Background: an optimization exercise with open tools, aiming at small area, a short achievable clock period and few clock cycles per item. Do not read the settings as production practice.

// jam_top
module jam_top (
	input  logic        clk,
	input  logic        rst_n,
	input  logic        in_valid,
	input  logic [6:0]  in_cost,
	output logic        out_valid,
	output logic [59:0] out_data    
);
	logic        xv;
	logic [6:0]  x;
	logic [5:0]  k;         
	logic [55:0] A;         
	logic [6:0]  m;         
	logic        rdy;       
	logic        last;      
	logic        cmp;       
	logic        cmp7;      
	logic [2:0]  r;         
	logic        ins;       
	logic        use_sub;   
	logic        a_ld;      
	logic [2:0]  pcnt;      
	logic        out_v;
	logic [2:0]  beat;
	logic        row_end;
	logic        put7_n;    
	assign row_end = xv && (k[2:0] == 3'd7);
	assign put7_n  = out_v && (beat == 3'd3);
	always_ff @(posedge clk or negedge rst_n) begin
		if (!rst_n) begin
			xv      <= 1'b0;
			k       <= 6'd0;
			rdy     <= 1'b0;
			last    <= 1'b0;
			cmp     <= 1'b0;
			cmp7    <= 1'b0;
			ins     <= 1'b0;
			use_sub <= 1'b0;
			a_ld    <= 1'b0;
		end else begin
			xv      <= in_valid;
			rdy     <= row_end;
			last    <= row_end && (k[5:3] == 3'd7);
			cmp     <= rdy;
			cmp7    <= last;
			ins     <= row_end || (pcnt == 3'd3) || put7_n;
			use_sub <= row_end || cmp7 || (pcnt > 3'd1) || put7_n;
			a_ld    <= (row_end && k[5:3] == 3'd7) || (pcnt == 3'd3);
			if (xv)
				k <= k + 6'd1;
		end
	end
	assign r = k[5:3] - 3'd1;
	logic [55:0] ring [7];
	logic [55:0] cmin;
	logic [55:0] sx, sy, d;
	always_comb begin
		sx = ins ? A : ring[6];
		for (int c = 0; c < 8; c++) begin
			sy[c*7 +: 7] = rdy ? m : cmin[c*7 +: 7];
			d[c*7 +: 7]  = sx[c*7 +: 7] - sy[c*7 +: 7];
		end
	end
	always_ff @(posedge clk) begin
		x <= in_cost;
		if (xv) begin
			A <= {x, A[55:7]};
			m <= (k[2:0] == 3'd0 || x < m) ? x : m;
		end else if (a_ld) begin
			A <= ring[6];
		end
	end
	logic [2:0] ph;         
	always_ff @(posedge clk) begin
		ring[0] <= use_sub ? d : ring[6];
		for (int i = 1; i < 7; i++)
			ring[i] <= ring[i-1];
	end
	always_ff @(posedge clk or negedge rst_n) begin
		if (!rst_n)
			ph <= 3'd0;
  ...
==> flow/config.mk <==
export PLATFORM = sky130hd
export DESIGN_NAME = jam_top
export DESIGN_NICKNAME = jam_top
export VERILOG_FILES = /design/flow/design.v
export SDC_FILE = /design/flow/constraint.sdc
export NUM_CORES = 4
export LEC_CHECK = 0
export CAP_MARGIN = 20
export CORE_MARGIN = 2
export CORE_UTILIZATION = 40
export SLEW_MARGIN = 20
==> flow/constraint.sdc <==
create_clock -name core_clock -period 15.0 [get_ports {clk}]
set_input_delay 3.0000 -clock core_clock [delete_from_list [all_inputs] [get_ports {clk}]]
set_output_delay 3.0000 -clock core_clock [all_outputs]
set_load 0.01 [all_outputs]
standard.sh (not shown) runs the stock make flow with config.mk's settings and CLKGATE_MAP_FILE= SYNTH_SCRIPT=/design/flow/synth_recipe.tcl, a recipe that flattens the netlist after the stock synthesis.
==> flow/flow/run.sh <==
#!/bin/bash
# Standard layout, with timing repair aiming for extra setup slack.
set -euo pipefail
bash standard.sh SETUP_SLACK_MARGIN=11 finish > make.log 2>&1
Edit:
--- a/flow/design.v
+++ b/flow/design.v
@@ -47,24 +47,39 @@
 			ins     <= row_end || (pcnt == 3'd3) || put7_n;
 			use_sub <= row_end || cmp7 || (pcnt > 3'd1) || put7_n;
 			a_ld    <= (row_end && k[5:3] == 3'd7) || (pcnt == 3'd3);
 			if (xv)
 				k <= k + 6'd1;
 		end
 	end
 	assign r = k[5:3] - 3'd1;
+	function automatic logic [6:0] sub7(input logic [6:0] a, input logic [6:0] b);
+		logic bw;
+		bw = 1'b0;
+		for (int i = 0; i < 7; i++) begin
+			sub7[i] = a[i] ^ b[i] ^ bw;
+			bw      = (~a[i] & b[i]) | (~(a[i] ^ b[i]) & bw);
+		end
+	endfunction
+	function automatic logic less7(input logic [6:0] a, input logic [6:0] b);
+		logic l;
+		l = 1'b0;
+		for (int i = 0; i < 7; i++)
+			l = (~a[i] & b[i]) | (~(a[i] & ~b[i]) & l);
+		less7 = l;
+	endfunction
 	logic [55:0] ring [7];
 	logic [55:0] cmin;
 	logic [55:0] sx, sy, d;
 	always_comb begin
 		sx = ins ? A : ring[6];
 		for (int c = 0; c < 8; c++) begin
 			sy[c*7 +: 7] = rdy ? m : cmin[c*7 +: 7];
-			d[c*7 +: 7]  = sx[c*7 +: 7] - sy[c*7 +: 7];
+			d[c*7 +: 7]  = sub7(sx[c*7 +: 7], sy[c*7 +: 7]);
 		end
 	end
 	always_ff @(posedge clk) begin
 		x <= in_cost;
 		if (xv) begin
 			A <= {x, A[55:7]};
 			m <= (k[2:0] == 3'd0 || x < m) ? x : m;
 		end else if (a_ld) begin
@@ -86,17 +101,17 @@
 			ph <= ph + 3'd1;
 	end
 	logic [63:0] z;         
 	logic [7:0]  lt, le;
 	logic [7:0]  roh;
 	logic [63:0] tr, tc;    
 	always_comb begin
 		for (int c = 0; c < 8; c++) begin
-			lt[c] = cmp && (r == 3'd0 || ring[0][c*7 +: 7] < cmin[c*7 +: 7]);
+			lt[c] = cmp && (r == 3'd0 || less7(ring[0][c*7 +: 7], cmin[c*7 +: 7]));
 			le[c] = lt[c] || (cmp && ring[0][c*7 +: 7] == cmin[c*7 +: 7]);
 		end
 		for (int i = 0; i < 8; i++)
 			roh[i] = (r == i[2:0]);
 	end
 	always_ff @(posedge clk) begin
 		for (int c = 0; c < 8; c++) begin
 			if (lt[c])
Setup slack is worse by 0.0058 ns.
Register-to-register slack improved by 0.03 ns.
Clock-buffer cell count is lower by 4.
Cell area shrinks slightly.
First-iteration DRC count is lower slightly.
Wire length shrinks by a few percent.
Function was not checked in any run of this note: the RTL went through the layout flow alone.

==> separate check: timing with driven ports <==
How much do the figures lean on ideal ports? The routed layouts below were timed once more, with nothing changed but the port constraints. Step 1, drivers: a clkbuf_16 drives clk and a buf_2 each remaining input, both assumed. Step 2 also shifts input and output timing later by t, the mid clock arrival at the registers, as if the neighbouring blocks saw the same clock. a / b / c = ideal / step 1 / step 2; a / b = the first two.
run | t (ns) | setup slack, ns | hold WS [ns]
the first run | 0.690 | 10.835 / 10.770 / 11.079 | 0.310 / 0.310 / 0.310
the second run | 0.694 | 10.829 / 10.766 / 11.107 | 0.309 / 0.309 / 0.309
After both steps setup and hold are still met in every run listed.
